Background: an optimization exercise with open tools, aiming at small area, a short achievable clock period and few clock cycles. Do not read the settings as production practice. The RTL was checked by simulation tests, not by an equivalence proof against the original design.

==> flow/design.v <==
package dbbs_pkg;
  localparam int CFG_W = 20;
  localparam int DIV_W = 49;
  localparam int SUM_W = 48;
  localparam int CNT_W = 20;
  localparam logic signed [23:0] S24_MAX = 24'sh7FFFFF;
  localparam logic signed [23:0] S24_MIN = 24'sh800000;
  localparam logic [CNT_W-1:0]   COUNT_MAX = 20'hFFFFF;
  localparam logic signed [20:0] PI_Q16 = 21'sd205887;
  localparam logic signed [25:0] TX_Q8  = 26'sd44800;
  localparam logic signed [25:0] TY_Q8  = 26'sd84099;
  localparam logic signed [25:0] TZ_Q8  = 26'sd179456;
  localparam logic [19:0] FOCAL_X_RST  = 20'd153600;
  localparam logic [19:0] FOCAL_Y_RST  = 20'd153600;
  localparam logic [19:0] CENTER_X_RST = 20'd163840;
  localparam logic [19:0] CENTER_Y_RST = 20'd92160;
  typedef enum logic [2:0] {
    KIND_POINT  = 3'd0,
    KIND_MIN    = 3'd1,
    KIND_MAX    = 3'd2,
    KIND_CENTRE = 3'd3,
    KIND_DIR    = 3'd4
  } kind_t;
  typedef enum logic [2:0] {
    REG_FOCAL_X    = 3'd0,
    REG_FOCAL_Y    = 3'd1,
    REG_CENTER_X   = 3'd2,
    REG_CENTER_Y   = 3'd3,
    REG_BOX_LEFT   = 3'd4,
    REG_BOX_TOP    = 3'd5,
    REG_BOX_RIGHT  = 3'd6,
    REG_BOX_BOTTOM = 3'd7
  } reg_idx_t;
  typedef enum logic [4:0] {
    S_IDLE, S_CHECK, S_MUL, S_DIVS, S_DIVW, S_UPD, S_PT, S_FRAME,
    S_MDS, S_MDW, S_ROB, S_CS, S_CW, S_O_MIN, S_O_MAX, S_O_CEN, S_O_DIR
  } state_t;
  typedef struct packed {
    logic       in_ready;
    logic       mul_go;
    logic       div_start;
    logic       div_mean;
    logic [1:0] axis;
    logic       store_bp;
    logic       store_mean;
    logic       update;
    logic       robot;
    logic       zero_robot;
    logic       cor_start;
    logic       store_angle;
    logic       out_load;
    kind_t      out_kind;
    logic       clear;
  } dp_cmd_t;
  typedef struct packed {
    logic in_take;
    logic keep;
    logic last;
    logic count_nz;
    logic div_done;
    logic cor_done;
    logic out_free;
  } dp_status_t;
  function automatic logic signed [23:0] sat24(input logic signed [25:0] v);
    if (v > 26'(S24_MAX)) sat24 = S24_MAX;
    else if (v < 26'(S24_MIN)) sat24 = S24_MIN;
    else sat24 = v[23:0];
  endfunction
  function automatic logic [15:0] atan_q16(input logic [3:0] i);
    case (i)
      4'd0:    atan_q16 = 16'd51472;
      4'd1:    atan_q16 = 16'd30386;
      4'd2:    atan_q16 = 16'd16055;
      4'd3:    atan_q16 = 16'd8150;
      4'd4:    atan_q16 = 16'd4091;
      4'd5:    atan_q16 = 16'd2047;
      4'd6:    atan_q16 = 16'd1024;
      4'd7:    atan_q16 = 16'd512;
      4'd8:    atan_q16 = 16'd256;
      4'd9:    atan_q16 = 16'd128;
      4'd10:   atan_q16 = 16'd64;
      4'd11:   atan_q16 = 16'd32;
      4'd12:   atan_q16 = 16'd16;
      4'd13:   atan_q16 = 16'd8;
      4'd14:   atan_q16 = 16'd4;
      default: atan_q16 = 16'd2;
    endcase
  endfunction
endpackage
import dbbs_pkg::*;
module dbbs_div (
  input  logic             clk,
  input  logic             rst_n,
  input  logic             start,
  input  logic [DIV_W-1:0] dividend,
  input  logic [19:0]      divisor,
  output logic             done,
  output logic [DIV_W-1:0] quot
);
  localparam int CW = $clog2(DIV_W + 1);
  logic [DIV_W-1:0] dvd_r, dvd_nxt;
  logic [19:0]      rem_r, rem_nxt;
  logic [19:0]      dvs_r;
  logic [CW-1:0]    cnt_r, cnt_nxt;
  logic             run_r, run_nxt;
  logic             done_r, done_nxt;
  logic [20:0]      rem_sh;
  logic             qbit;
  assign rem_sh = {rem_r, dvd_r[DIV_W-1]};
  assign qbit   = rem_sh >= {1'b0, dvs_r};
  always_comb begin
    dvd_nxt  = dvd_r;
    rem_nxt  = rem_r;
    cnt_nxt  = cnt_r;
    run_nxt  = run_r;
    done_nxt = 1'b0;
    if (start) begin
      dvd_nxt = dividend;
      rem_nxt = '0;
      cnt_nxt = '0;
      run_nxt = 1'b1;
    end else if (run_r) begin
      rem_nxt = qbit ? 20'(rem_sh - {1'b0, dvs_r}) : rem_sh[19:0];
      dvd_nxt = {dvd_r[DIV_W-2:0], qbit};
      cnt_nxt = cnt_r + 1'b1;
      if (cnt_r == CW'(DIV_W - 1)) begin
        run_nxt  = 1'b0;
        done_nxt = 1'b1;
      end
    end
  end
  always_ff @(posedge clk) begin
    if (!rst_n) begin
      run_r  <= 1'b0;
      done_r <= 1'b0;
      cnt_r  <= '0;
    end else begin
      run_r  <= run_nxt;
      done_r <= done_nxt;
      cnt_r  <= cnt_nxt;
    end
    dvd_r <= dvd_nxt;
    rem_r <= rem_nxt;
    if (start) dvs_r <= (divisor == '0) ? 20'd1 : divisor;
  end
  assign done = done_r;
  assign quot = dvd_r;
endmodule
import dbbs_pkg::*;
module dbbs_cordic (
  input  logic               clk,
  input  logic               rst_n,
  input  logic               start,
  input  logic signed [24:0] y_in,
  input  logic signed [24:0] x_in,
  output logic               done,
  output logic signed [23:0] angle
);
  logic signed [27:0] x_r, x_nxt, y_r, y_nxt;
  logic signed [20:0] z_r, z_nxt;
  logic [3:0]         it_r, it_nxt;
  logic               run_r, run_nxt, done_r, done_nxt, zero_r, zero_nxt;
  logic signed [27:0] xs, ys, xe, ye;
  logic signed [20:0] at;
  logic signed [21:0] zr;
  assign xs = x_r >>> it_r;
  assign ys = y_r >>> it_r;
  assign xe = 28'(x_in);
  assign ye = 28'(y_in);
  logic [15:0] atan_v;
  assign atan_v =
    (it_r == 4'd0) ? 16'd51472 :
    (it_r == 4'd1) ? 16'd30386 :
    (it_r == 4'd2) ? 16'd16055 :
    (it_r == 4'd3) ? 16'd8150 :
    (it_r == 4'd4) ? 16'd4091 :
    (it_r == 4'd5) ? 16'd2047 :
    (it_r == 4'd6) ? 16'd1024 :
    (it_r == 4'd7) ? 16'd512 :
    (it_r == 4'd8) ? 16'd256 :
    (it_r == 4'd9) ? 16'd128 :
    (it_r == 4'd10) ? 16'd64 :
    (it_r == 4'd11) ? 16'd32 :
    (it_r == 4'd12) ? 16'd16 :
    (it_r == 4'd13) ? 16'd8 :
    (it_r == 4'd14) ? 16'd4 :
                     16'd2;
  assign at = 21'($signed({1'b0, atan_v}));
  always_comb begin
    x_nxt = x_r; y_nxt = y_r; z_nxt = z_r; it_nxt = it_r;
    run_nxt = run_r; done_nxt = 1'b0; zero_nxt = zero_r;
    if (start) begin
      zero_nxt = (x_in == '0) && (y_in == '0);
      it_nxt   = '0;
      run_nxt  = 1'b1;
      if (x_in < 0) begin
        z_nxt = (y_in >= 0) ? PI_Q16 : -PI_Q16;
        x_nxt = -xe;
        y_nxt = -ye;
      end else begin
        z_nxt = '0;
        x_nxt = xe;
        y_nxt = ye;
      end
    end else if (run_r) begin
      if (!y_r[27]) begin
        x_nxt = x_r + ys; y_nxt = y_r - xs; z_nxt = z_r + at;
      end else begin
        x_nxt = x_r - ys; y_nxt = y_r + xs; z_nxt = z_r - at;
      end
      it_nxt = it_r + 1'b1;
      if (it_r == 4'd15) begin
        run_nxt  = 1'b0;
        done_nxt = 1'b1;
      end
    end
  end
  always_ff @(posedge clk) begin
    if (!rst_n) begin
      run_r  <= 1'b0;
      done_r <= 1'b0;
    end else begin
      run_r  <= run_nxt;
      done_r <= done_nxt;
    end
    x_r    <= x_nxt;
    y_r    <= y_nxt;
    z_r    <= z_nxt;
    it_r   <= it_nxt;
    zero_r <= zero_nxt;
  end
  assign zr    = (22'(z_r) + 22'sd4) >>> 3;
  assign done  = done_r;
  assign angle = zero_r ? 24'sd0 : 24'(zr);
endmodule
import dbbs_pkg::*;
module dbbs_ctrl (
  input  logic       clk,
  input  logic       rst_n,
  input  dbbs_pkg::dp_status_t sts,
  output dbbs_pkg::dp_cmd_t    cmd
);
  dbbs_pkg::state_t     state_r, state_nxt;
  logic [1:0] axis_r, axis_nxt;
  always_comb begin
    state_nxt = state_r;
    axis_nxt  = axis_r;
    case (state_r)
      S_IDLE:  if (sts.in_take) state_nxt = S_CHECK;
      S_CHECK: begin
        axis_nxt = 2'd0;
        if (sts.keep) state_nxt = S_MUL;
        else if (sts.last) state_nxt = S_FRAME;
        else state_nxt = S_IDLE;
      end
      S_MUL:   state_nxt = S_DIVS;
      S_DIVS:  state_nxt = S_DIVW;
      S_DIVW:  if (sts.div_done) begin
        if (axis_r == 2'd0) begin
          axis_nxt  = 2'd1;
          state_nxt = S_MUL;
        end else begin
          state_nxt = S_UPD;
        end
      end
      S_UPD:   state_nxt = S_PT;
      S_PT:    if (sts.out_free) state_nxt = sts.last ? S_FRAME : S_IDLE;
      S_FRAME: begin
        axis_nxt  = 2'd0;
        state_nxt = sts.count_nz ? S_MDS : S_O_MIN;
      end
      S_MDS:   state_nxt = S_MDW;
      S_MDW:   if (sts.div_done) begin
        if (axis_r == 2'd2) begin
          state_nxt = S_ROB;
        end else begin
          axis_nxt  = axis_r + 1'b1;
          state_nxt = S_MDS;
        end
      end
      S_ROB:   begin
        axis_nxt  = 2'd0;
        state_nxt = S_CS;
      end
      S_CS:    state_nxt = S_CW;
      S_CW:    if (sts.cor_done) begin
        if (axis_r == 2'd0) begin
          axis_nxt  = 2'd1;
          state_nxt = S_CS;
        end else begin
          state_nxt = S_O_MIN;
        end
      end
      S_O_MIN: if (sts.out_free) state_nxt = S_O_MAX;
      S_O_MAX: if (sts.out_free) state_nxt = S_O_CEN;
      S_O_CEN: if (sts.out_free) state_nxt = S_O_DIR;
      S_O_DIR: if (sts.out_free) state_nxt = S_IDLE;
      default: state_nxt = S_IDLE;
    endcase
  end
  always_comb begin
    cmd          = '0;
    cmd.axis     = axis_r;
    cmd.out_kind = KIND_POINT;
    case (state_r)
      S_IDLE:  cmd.in_ready = 1'b1;
      S_MUL:   cmd.mul_go = 1'b1;
      S_DIVS:  cmd.div_start = 1'b1;
      S_DIVW:  cmd.store_bp = sts.div_done;
      S_UPD:   cmd.update = 1'b1;
      S_PT:    cmd.out_load = sts.out_free;
      S_FRAME: cmd.zero_robot = !sts.count_nz;
      S_MDS:   begin
        cmd.div_start = 1'b1;
        cmd.div_mean  = 1'b1;
      end
      S_MDW:   cmd.store_mean = sts.div_done;
      S_ROB:   cmd.robot = 1'b1;
      S_CS:    cmd.cor_start = 1'b1;
      S_CW:    cmd.store_angle = sts.cor_done;
      S_O_MIN: begin
        cmd.out_load = sts.out_free;
        cmd.out_kind = KIND_MIN;
      end
      S_O_MAX: begin
        cmd.out_load = sts.out_free;
        cmd.out_kind = KIND_MAX;
      end
      S_O_CEN: begin
        cmd.out_load = sts.out_free;
        cmd.out_kind = KIND_CENTRE;
      end
      S_O_DIR: begin
        cmd.out_load = sts.out_free;
        cmd.out_kind = KIND_DIR;
        cmd.clear    = sts.out_free;
      end
      default: ;
    endcase
  end
  always_ff @(posedge clk) begin
    if (!rst_n) begin
      state_r <= S_IDLE;
      axis_r  <= 2'd0;
    end else begin
      state_r <= state_nxt;
      axis_r  <= axis_nxt;
    end
  end
endmodule
import dbbs_pkg::*;
module dbbs_dp #(
  parameter int IMAGE_WIDTH  = 1280,
  parameter int IMAGE_HEIGHT = 720,
  parameter int MAX_DEPTH_MM = 3000
) (
  input  logic       clk,
  input  logic       rst_n,
  input  logic               in_valid,
  output logic               in_ready,
  input  logic [11:0]        in_pixel_col,
  input  logic [11:0]        in_pixel_row,
  input  logic [15:0]        in_depth_mm,
  input  logic               in_last_pixel,
  output logic               out_valid,
  input  logic               out_ready,
  output logic [2:0]         out_result_kind,
  output logic signed [23:0] out_value_x,
  output logic signed [23:0] out_value_y,
  output logic signed [23:0] out_value_z,
  output logic [19:0]        out_point_count,
  output logic               out_last_result,
  input  logic               cfg_valid,
  output logic               cfg_ready,
  input  logic [2:0]         cfg_index,
  input  logic [19:0]        cfg_data,
  input  dbbs_pkg::dp_cmd_t    cmd,
  output dbbs_pkg::dp_status_t sts
);
  logic [19:0]        focal_x_r, focal_y_r, center_x_r, center_y_r;
  logic signed [12:0] box_left_r, box_top_r, box_right_r, box_bottom_r;
  logic [11:0] col_r, row_r;
  logic [15:0] depth_r;
  logic        last_r;
  logic [35:0]        prod_r;
  logic               diff_pos_r, neg_r;
  logic signed [23:0] px_r, py_r, xm_r, ym_r, zm_r;
  logic signed [23:0] rx_r, ry_r, rz_r, yaw_r, pitch_r;
  logic signed [23:0] min_x_r, min_y_r, min_z_r, max_x_r, max_y_r, max_z_r;
  logic signed [SUM_W-1:0] sum_x_r, sum_y_r, sum_z_r;
  logic [CNT_W-1:0]   count_r;
  logic               out_valid_r;
  dbbs_pkg::kind_t              out_kind_r;
  logic signed [23:0] out_x_r, out_y_r, out_z_r;
  logic [19:0]        out_count_r;
  logic               out_last_r;
  logic               in_take;
  logic signed [12:0] col_s, row_s;
  logic [11:0]        pos;
  logic [19:0]        centre, focal;
  logic signed [20:0] diff;
  logic [19:0]        diff_mag;
  logic signed [23:0] pz;
  logic signed [SUM_W-1:0] sum_sel, sum_mag;
  logic [DIV_W-1:0]   dividend, quot;
  logic [19:0]        divisor;
  logic               div_done, big;
  logic signed [23:0] qres;
  logic signed [24:0] cor_y, cor_x;
  logic               cor_done;
  logic signed [23:0] angle;
  assign cfg_ready = 1'b1;
  assign in_ready  = cmd.in_ready;
  assign in_take      = in_valid && cmd.in_ready;
  always_ff @(posedge clk) begin
    if (!rst_n) begin
      focal_x_r    <= FOCAL_X_RST;
      focal_y_r    <= FOCAL_Y_RST;
      center_x_r   <= CENTER_X_RST;
      center_y_r   <= CENTER_Y_RST;
      box_left_r   <= '0;
      box_top_r    <= '0;
      box_right_r  <= '0;
      box_bottom_r <= '0;
    end else if (cfg_valid) begin
      case (cfg_index)
        REG_FOCAL_X:    focal_x_r    <= cfg_data;
        REG_FOCAL_Y:    focal_y_r    <= cfg_data;
        REG_CENTER_X:   center_x_r   <= cfg_data;
        REG_CENTER_Y:   center_y_r   <= cfg_data;
        REG_BOX_LEFT:   box_left_r   <= cfg_data[12:0];
        REG_BOX_TOP:    box_top_r    <= cfg_data[12:0];
        REG_BOX_RIGHT:  box_right_r  <= cfg_data[12:0];
        REG_BOX_BOTTOM: box_bottom_r <= cfg_data[12:0];
        default: ;
      endcase
    end
  end
  assign col_s = $signed({1'b0, col_r});
  assign row_s = $signed({1'b0, row_r});
  assign sts.in_take  = in_take;
  assign sts.last     = last_r;
  assign sts.keep     = (col_s >= box_left_r) && (col_s < box_right_r) &&
                        (row_s >= box_top_r) && (row_s < box_bottom_r) &&
                        ({1'b0, col_r} < 13'(IMAGE_WIDTH)) &&
                        ({1'b0, row_r} < 13'(IMAGE_HEIGHT)) &&
                        (depth_r != '0) && ({1'b0, depth_r} <= 17'(MAX_DEPTH_MM));
  assign sts.count_nz = count_r != '0;
  assign sts.div_done = div_done;
  assign sts.cor_done = cor_done;
  assign sts.out_free = !out_valid_r || out_ready;
  assign pos      = cmd.axis[0] ? row_r : col_r;
  assign centre   = cmd.axis[0] ? center_y_r : center_x_r;
  assign focal    = cmd.axis[0] ? focal_y_r : focal_x_r;
  assign diff     = $signed({1'b0, pos, 8'b0}) - $signed({1'b0, centre});
  assign diff_mag = diff[20] ? 20'(-diff) : diff[19:0];
  assign pz       = depth_r[15] ? S24_MAX : $signed({depth_r, 8'b0});
  always_comb begin
    case (cmd.axis)
      2'd0:    sum_sel = sum_x_r;
      2'd1:    sum_sel = sum_y_r;
      default: sum_sel = sum_z_r;
    endcase
  end
  assign sum_mag  = sum_sel[SUM_W-1] ? -sum_sel : sum_sel;
  assign dividend = cmd.div_mean ?
                    DIV_W'(sum_mag) + DIV_W'(count_r >> 1) : DIV_W'({prod_r, 8'b0});
  assign divisor  = cmd.div_mean ? count_r : focal;
  dbbs_div u_div (
    .clk      (clk),
    .rst_n    (rst_n),
    .start    (cmd.div_start),
    .dividend (dividend),
    .divisor  (divisor),
    .done     (div_done),
    .quot     (quot)
  );
  assign big  = |quot[DIV_W-1:23];
  assign qres = neg_r ? (big ? S24_MIN : -$signed(quot[23:0]))
                      : (big ? S24_MAX : $signed(quot[23:0]));
  assign cor_y = cmd.axis[0] ? -(25'(ry_r)) : 25'(rx_r);
  assign cor_x = 25'(rz_r);
  dbbs_cordic u_cordic (
    .clk   (clk),
    .rst_n (rst_n),
    .start (cmd.cor_start),
    .y_in  (cor_y),
    .x_in  (cor_x),
    .done  (cor_done),
    .angle (angle)
  );
  always_ff @(posedge clk) begin
    if (in_take) begin
      col_r   <= in_pixel_col;
      row_r   <= in_pixel_row;
      depth_r <= in_depth_mm;
      last_r  <= in_last_pixel;
    end
    if (cmd.mul_go) begin
      prod_r     <= diff_mag * depth_r;
      diff_pos_r <= !diff[20] && (diff != '0);
    end
    if (cmd.div_start) neg_r <= cmd.div_mean ? sum_sel[SUM_W-1] : diff_pos_r;
    if (cmd.store_bp) begin
      if (cmd.axis[0]) py_r <= qres;
      else px_r <= qres;
    end
    if (cmd.store_mean) begin
      case (cmd.axis)
        2'd0:    xm_r <= qres;
        2'd1:    ym_r <= qres;
        default: zm_r <= qres;
      endcase
    end
    if (cmd.robot) begin
      rx_r <= dbbs_pkg::sat24(26'(xm_r) + TX_Q8);
      ry_r <= dbbs_pkg::sat24(26'(zm_r) - TY_Q8);
      rz_r <= dbbs_pkg::sat24(TZ_Q8 - 26'(ym_r));
    end else if (cmd.zero_robot) begin
      rx_r <= '0; ry_r <= '0; rz_r <= '0;
    end
    if (cmd.zero_robot) begin
      yaw_r <= '0; pitch_r <= '0;
    end else if (cmd.store_angle) begin
      if (cmd.axis[0]) pitch_r <= angle;
      else yaw_r <= angle;
    end
  end
  always_ff @(posedge clk) begin
    if (!rst_n || cmd.clear) begin
      min_x_r <= S24_MAX; min_y_r <= S24_MAX; min_z_r <= S24_MAX;
      max_x_r <= S24_MIN; max_y_r <= S24_MIN; max_z_r <= S24_MIN;
      sum_x_r <= '0; sum_y_r <= '0; sum_z_r <= '0;
      count_r <= '0;
    end else if (cmd.update) begin
      if (px_r < min_x_r) min_x_r <= px_r;
      if (py_r < min_y_r) min_y_r <= py_r;
      if (pz < min_z_r) min_z_r <= pz;
      if (px_r > max_x_r) max_x_r <= px_r;
      if (py_r > max_y_r) max_y_r <= py_r;
      if (pz > max_z_r) max_z_r <= pz;
      if (count_r != COUNT_MAX) begin
        sum_x_r <= sum_x_r + SUM_W'(px_r);
        sum_y_r <= sum_y_r + SUM_W'(py_r);
        sum_z_r <= sum_z_r + SUM_W'(pz);
        count_r <= count_r + 1'b1;
      end
    end
  end
  always_ff @(posedge clk) begin
    if (!rst_n) out_valid_r <= 1'b0;
    else if (cmd.out_load) out_valid_r <= 1'b1;
    else if (out_ready) out_valid_r <= 1'b0;
    if (cmd.out_load) begin
      out_kind_r  <= cmd.out_kind;
      out_count_r <= count_r;
      out_last_r  <= cmd.out_kind == KIND_DIR;
      case (cmd.out_kind)
        KIND_POINT:  begin out_x_r <= px_r;    out_y_r <= py_r;    out_z_r <= pz;      end
        KIND_MIN:    begin out_x_r <= min_x_r; out_y_r <= min_y_r; out_z_r <= min_z_r; end
        KIND_MAX:    begin out_x_r <= max_x_r; out_y_r <= max_y_r; out_z_r <= max_z_r; end
        KIND_CENTRE: begin out_x_r <= rx_r;    out_y_r <= ry_r;    out_z_r <= rz_r;    end
        default:     begin out_x_r <= yaw_r;   out_y_r <= pitch_r; out_z_r <= '0;      end
      endcase
    end
  end
  assign out_valid       = out_valid_r;
  assign out_result_kind = out_kind_r;
  assign out_value_x     = out_x_r;
  assign out_value_y     = out_y_r;
  assign out_value_z     = out_z_r;
  assign out_point_count = out_count_r;
  assign out_last_result = out_last_r;
endmodule
import dbbs_pkg::*;
module depth_box_backprojection_stats_core #(
  parameter int IMAGE_WIDTH  = 1280,
  parameter int IMAGE_HEIGHT = 720,
  parameter int MAX_DEPTH_MM = 3000
) (
  input  logic       clk,
  input  logic       rst_n,
  input  logic               in_valid,
  output logic               in_ready,
  input  logic [11:0]        in_pixel_col,
  input  logic [11:0]        in_pixel_row,
  input  logic [15:0]        in_depth_mm,
  input  logic               in_last_pixel,
  output logic               out_valid,
  input  logic               out_ready,
  output logic [2:0]         out_result_kind,
  output logic signed [23:0] out_value_x,
  output logic signed [23:0] out_value_y,
  output logic signed [23:0] out_value_z,
  output logic [19:0]        out_point_count,
  output logic               out_last_result,
  input  logic               cfg_valid,
  output logic               cfg_ready,
  input  logic [2:0]         cfg_index,
  input  logic [19:0]        cfg_data
);
  dbbs_pkg::dp_cmd_t    cmd;
  dbbs_pkg::dp_status_t sts;
  dbbs_ctrl u_ctrl (
    .clk   (clk),
    .rst_n (rst_n),
    .sts   (sts),
    .cmd   (cmd)
  );
  dbbs_dp #(
    .IMAGE_WIDTH  (IMAGE_WIDTH),
    .IMAGE_HEIGHT (IMAGE_HEIGHT),
    .MAX_DEPTH_MM (MAX_DEPTH_MM)
  ) u_dp (
    .clk    (clk),
    .rst_n  (rst_n),
    .in_valid        (in_valid),
    .in_ready        (in_ready),
    .in_pixel_col    (in_pixel_col),
    .in_pixel_row    (in_pixel_row),
    .in_depth_mm     (in_depth_mm),
    .in_last_pixel   (in_last_pixel),
    .out_valid       (out_valid),
    .out_ready       (out_ready),
    .out_result_kind (out_result_kind),
    .out_value_x     (out_value_x),
    .out_value_y     (out_value_y),
    .out_value_z     (out_value_z),
    .out_point_count (out_point_count),
    .out_last_result (out_last_result),
    .cfg_valid       (cfg_valid),
    .cfg_ready       (cfg_ready),
    .cfg_index       (cfg_index),
    .cfg_data        (cfg_data),
    .cmd    (cmd),
    .sts    (sts)
  );
endmodule
==> flow/run.sh <==
#!/bin/bash
# synth_recipe.tcl (not shown) runs the flow's synth.tcl, then flattens the netlist and writes it again
# the make line also repeats each setting of config.mk as NAME=value (left out here)
make -C /OpenROAD-flow-scripts/flow DESIGN_CONFIG=/design/flow/config.mk WORK_HOME=/design/flow/orfs CLKGATE_MAP_FILE= SYNTH_SCRIPT=/design/flow/synth_recipe.tcl finish
==> flow/config.mk <==
export PLATFORM = sky130hd
export DESIGN_NAME = depth_box_backprojection_stats_core
export DESIGN_NICKNAME = depth_box_backprojection_stats_core
export VERILOG_FILES = /design/flow/design.v
export SDC_FILE = /design/flow/constraint.sdc
export NUM_CORES = 4
export LEC_CHECK = 0
export CAP_MARGIN = 20
export CORE_MARGIN = 2
export CORE_UTILIZATION = 40
export SLEW_MARGIN = 20
==> flow/constraint.sdc <==
create_clock -name core_clock -period 10.5 [get_ports {clk}]
set_input_delay 2.1000 -clock core_clock [delete_from_list [all_inputs] [get_ports {clk}]]
set_output_delay 2.1000 -clock core_clock [all_outputs]
set_load 0.01 [all_outputs]
==> Flow_metrics.wiki <==
{| class="wikitable"
! Metric !! Value
|-
| Outcome || no timing/DRC/antenna violations
|-
| Sum of negative setup slack || 0 ps
|-
| Share of the synthesized area in the top cell type || 20.3%
|-
| Beginning of the worst register-to-register path || u_ctrl.axis_r[0]
|-
| Total placed cells including tap cells || between 10,000 and 15,000
|-
| Vias in the first global route || ~60,000
|-
| Area inside the core boundary || around 190,000 um^2
|-
| Routability congestion estimate || just over 0.9
|-
| Clock buffers created by TritonCTS || 117
|-
| Global-route wire length before repair || 366 mm
|-
| Global route overflow || 0
|-
| Number of levels the H-tree was split into || 3
|-
| Met1 demand-to-capacity share in global routing || between 30% and 40%
|-
| Slew Limit Headroom || roughly 17%
|-
| Worst setup path start || u_ctrl.axis_r[0]
|-
| Setup skew after layout || about 57 ps
|-
| Leading cell type by number of instances after synthesis || sky130_fd_sc_hd__nand2_1
|-
| Fmax || about 99 MHz
|-
| Setup repair after global routing missed its margin || false
|-
| Routed via count || about 64,000
|-
| Required time at the worst-slack endpoint || 11,000 ps
|-
| Top cells by instance count after synthesis || 1,073 x sky130_fd_sc_hd__nand2_1, 631 x sky130_fd_sc_hd__nor2_1, 616 x sky130_fd_sc_hd__a21oi_1
|-
| Fraction of the cycle the final worst path needs || between 90% and 100%
|-
| Slowest library cell on the worst path || sky130_fd_sc_hd__fa_1
|-
| Maximum number of buffers from clock root to sink || 3
|-
| Number of remaining DRC errors || 0
|-
| Number of vias per cell after detailed routing || 5.71
|-
| Post-Route WL || 240 mm
|-
| Die X-Extent || between 400 and 500 um
|-
| Hold slack final || around 460 ps
|-
| Critical path start-end classification || flip-flop to flip-flop
|-
| Shortest period the worst path allows || just over 10,000 ps
|-
| Most prevalent standard cell on the critical path || sky130_fd_sc_hd__fa_1
|-
| Worst Setup Slack, final || 449 ps
|-
| Count of final hold-check violations || 0
|-
| Setup WS pre-CTS || between 20 and 25 ps
|-
| Crit start category || flip-flop
|-
| Most Crowded Layer GR || met2
|-
| Starting density of the core || approximately two fifths
|-
| Warning count from the yosys run || 4
|-
| Synth Flop Type || sky130_fd_sc_hd__edfxtp_1
|-
| Largest net degree at the start of global routing || about 130
|-
| Detail Placement HPWL || ~180 mm
|-
| Mapped Cells || ~8,600
|-
| Slew @ Worst Pin || approximately 1200 ps
|-
| Synth area leaders || sky130_fd_sc_hd__edfxtp_1 20%, sky130_fd_sc_hd__dfxtp_1 13%, sky130_fd_sc_hd__ha_1 9.0%, sky130_fd_sc_hd__fa_1 6.8%, sky130_fd_sc_hd__nand2_1 5.3%
|-
| GR Layer Usage met3 || between 2 and 3%
|-
| Synth area leader || sky130_fd_sc_hd__edfxtp_1
|-
| TritonCTS clock tree || yes
|-
| EDFF count, synth || 514
|-
| Signal arrival time at the worst endpoint || roughly 11,000 ps
|-
| Max-cap violations || 0
|-
| Proportion of register bits with asynchronous set or reset after synthesis || 0%
|-
| Total of buffers placed on input and output ports || about 170
|-
| Num rows || between 150 and 200
|-
| Number of antenna violations at the first check in global routing || 4
|-
| Clk sink count || about 1,000
|-
| Synth Cell Area || ~76,000 um^2
|-
| Endpoint kind of the worst setup timing path || flip-flop
|-
| Worst Hold Class || flip-flop to flip-flop
|-
| Library cells used by synthesis || 95
|-
| Post-Syn Nets || around 9,500
|-
| Later-pin clock latency in the skew report || between 700 and 800 ps
|-
| Number of ports placed on the die boundary || ~170
|-
| Startpoint of the tightest hold check path || u_dp.focal_x_r[0]
|-
| Average wire per cell in the routed design || 21.5 um
|-
| Largest fanout on the critical path || 16
|-
| Cell area reported after detailed placement || ~80,000 um^2
|-
| Layout-stage area growth over the synthesis result || 11.0%
|-
| Die outline area || just under 200,000 um^2
|-
| Starting DRT DRC Count || roughly 5,300
|-
| Final std cells w/o fill || 11,158
|-
| Total number of nets in the final design || ~9,400
|-
| Final Instance Area || ~84,000 um^2
|-
| TritonRoute pass-1 iters || 7
|-
| Clock-pin slew on the worst setup and hold paths || ~60 ps
|-
| Clock Tree Root || sky130_fd_sc_hd__clkbuf_16
|-
| GR Layer Usage met2 || between 30% and 40%
|-
| Average size of a mapped cell || between 8 and 9 um^2
|-
| Maximum single-stage delay on the critical path || roughly 560 ps
|-
| Die boundary height || roughly 440 um
|-
| Share of final-layout standard cells stronger than drive strength 1 || under 10%
|-
| Global-route total usage across every layer || between 20% and 30%
|-
| Final ANT Viol Nets || 0
|-
| Slew Viols, Final || 0
|-
| Share of synthesized area occupied by flip-flops and latches || roughly a third
|-
| Number of storage elements in the synthesis netlist || 1,019
|-
| Total setup violations reported at the end of the flow || 0
|}
## critical path: cells and delay by family, from the launching register on
kind	cells	cell delay, ps
XOR/XNOR	2	260
buffers and inverters	5	660
adder cells (fa/ha/maj)	8	3750
AO/OA/AOI/OAI	13	3160
flip-flops	1	480
multiplexers	1	360
AND/OR/NAND/NOR	5	1060
## routing by layer
metal / vias up / routed length, um
li1: 30192 / -
met1: 31115 / 104000
met2: 2023 / 112000
met3: 386 / 13000
met4: 0 / 10000
met5: - / 0
## cell type report
| class | instances | area, um^2 |
|---|---|---|
| tap | 2511 | 3140 |
| antenna | 1 | 2.50 |
| inverter | 610 | 2290 |
| timing repair buffer | 282 | 2630 |
| sequential | 1019 | 25600 |
| fill | 18274 | 105000 |
| clock buffer | 150 | 3240 |
| clock inverter | 72 | 748 |
| multi-input combinational | 6513 | 46800 |
## cell usage in the layout, fill, tap and decap left out, types with 177 or more instances in the layout
cell	instances
sky130_fd_sc_hd__nor2_1	617
sky130_fd_sc_hd__xor2_1	231
sky130_fd_sc_hd__nand2_1	1070
sky130_fd_sc_hd__nor3_1	192
sky130_fd_sc_hd__dfxtp_1	501
sky130_fd_sc_hd__nand3_1	177
sky130_fd_sc_hd__a21oi_1	612
sky130_fd_sc_hd__o21ai_0	367
sky130_fd_sc_hd__ha_1	546
sky130_fd_sc_hd__fa_1	258
sky130_fd_sc_hd__xnor2_1	324
sky130_fd_sc_hd__a21o_1	181
sky130_fd_sc_hd__and2_1	183
sky130_fd_sc_hd__inv_1	607
sky130_fd_sc_hd__edfxtp_1	514
## sequential cells by signal, indices dropped and copies added (netlist names), 28 cells and up
register / flops
u_dp.sum_z_r: 48
u_dp.prod_r: 36
u_dp.sum_y_r: 48
u_dp.sum_x_r: 48
u_dp.u_cordic.y_r: 28
u_dp.u_div.dvd_r: 49
u_dp.u_cordic.x_r: 28
## path summary, 6_finish.rpt
| check | end | slack [ps] | cells after the start |
|---|---|---|---|
| setup / recovery | u_dp.prod_r[35] | 450 | 34 |
| hold reg to reg | u_dp.focal_x_r[0] | 460 | 2 |
| setup reg to reg | u_dp.prod_r[35] | 450 | 34 |
| hold / removal | u_dp.focal_x_r[0] | 460 | 2 |
## through the flow
stage | util, %
after floorplan | -
after global placement | 42.3
after detailed placement | 42.3
after CTS | 44.4
after global routing | 44.5
final | 44.5
## logic make-up after synthesis
family	Yosys count	share of synthesized area (%)
muxes	230	3.96
and+or+nand+nor	2832	17.4
buffers and inverters	1045	5.31
xor gates and xnor gates	559	6.44
other	1	0.00493
adders and majority gates	806	15.8
DFF	1019	33.6
AOI/OAI and AO/OA	2085	17.4
## repair_timing
action,4_1_cts,5_1_grt
pin swaps,0,1
endpoints found under the setup margin,1,5
resized for setup,1,12
hold buffers,0,0
buffers inserted,0,5
Testbench counts, summed over its fixed seeds: cycles 189,062.

re-timing with driven ports:
Ports are ideal in the flow. The routed layout listed here was re-timed in OpenROAD. Step 1: set_driving_cell puts a clkbuf_16 on clk and a buf_2 on each other input, an assumption about the parent block. Step 2 times the ports against the registers' clock, not the clock port: input delays grow and output delays shrink by t, the midpoint of the rising clock arrivals with the driver on. Slacks: no drivers / after step 1 / after step 2; pairs: no drivers / after step 1.
t, ns: 0.854
slack for setup (ns): 0.449 / 0.449 / 0.449
worst setup path at the end: register to register
worst slew at a driven data input, ns: 0.07
cell pins on the clock port's net: 1
After both steps setup and hold are still met in this run. The setup slack of this run moves by 0.000 ns with the drivers and by 0.000 ns with both steps.
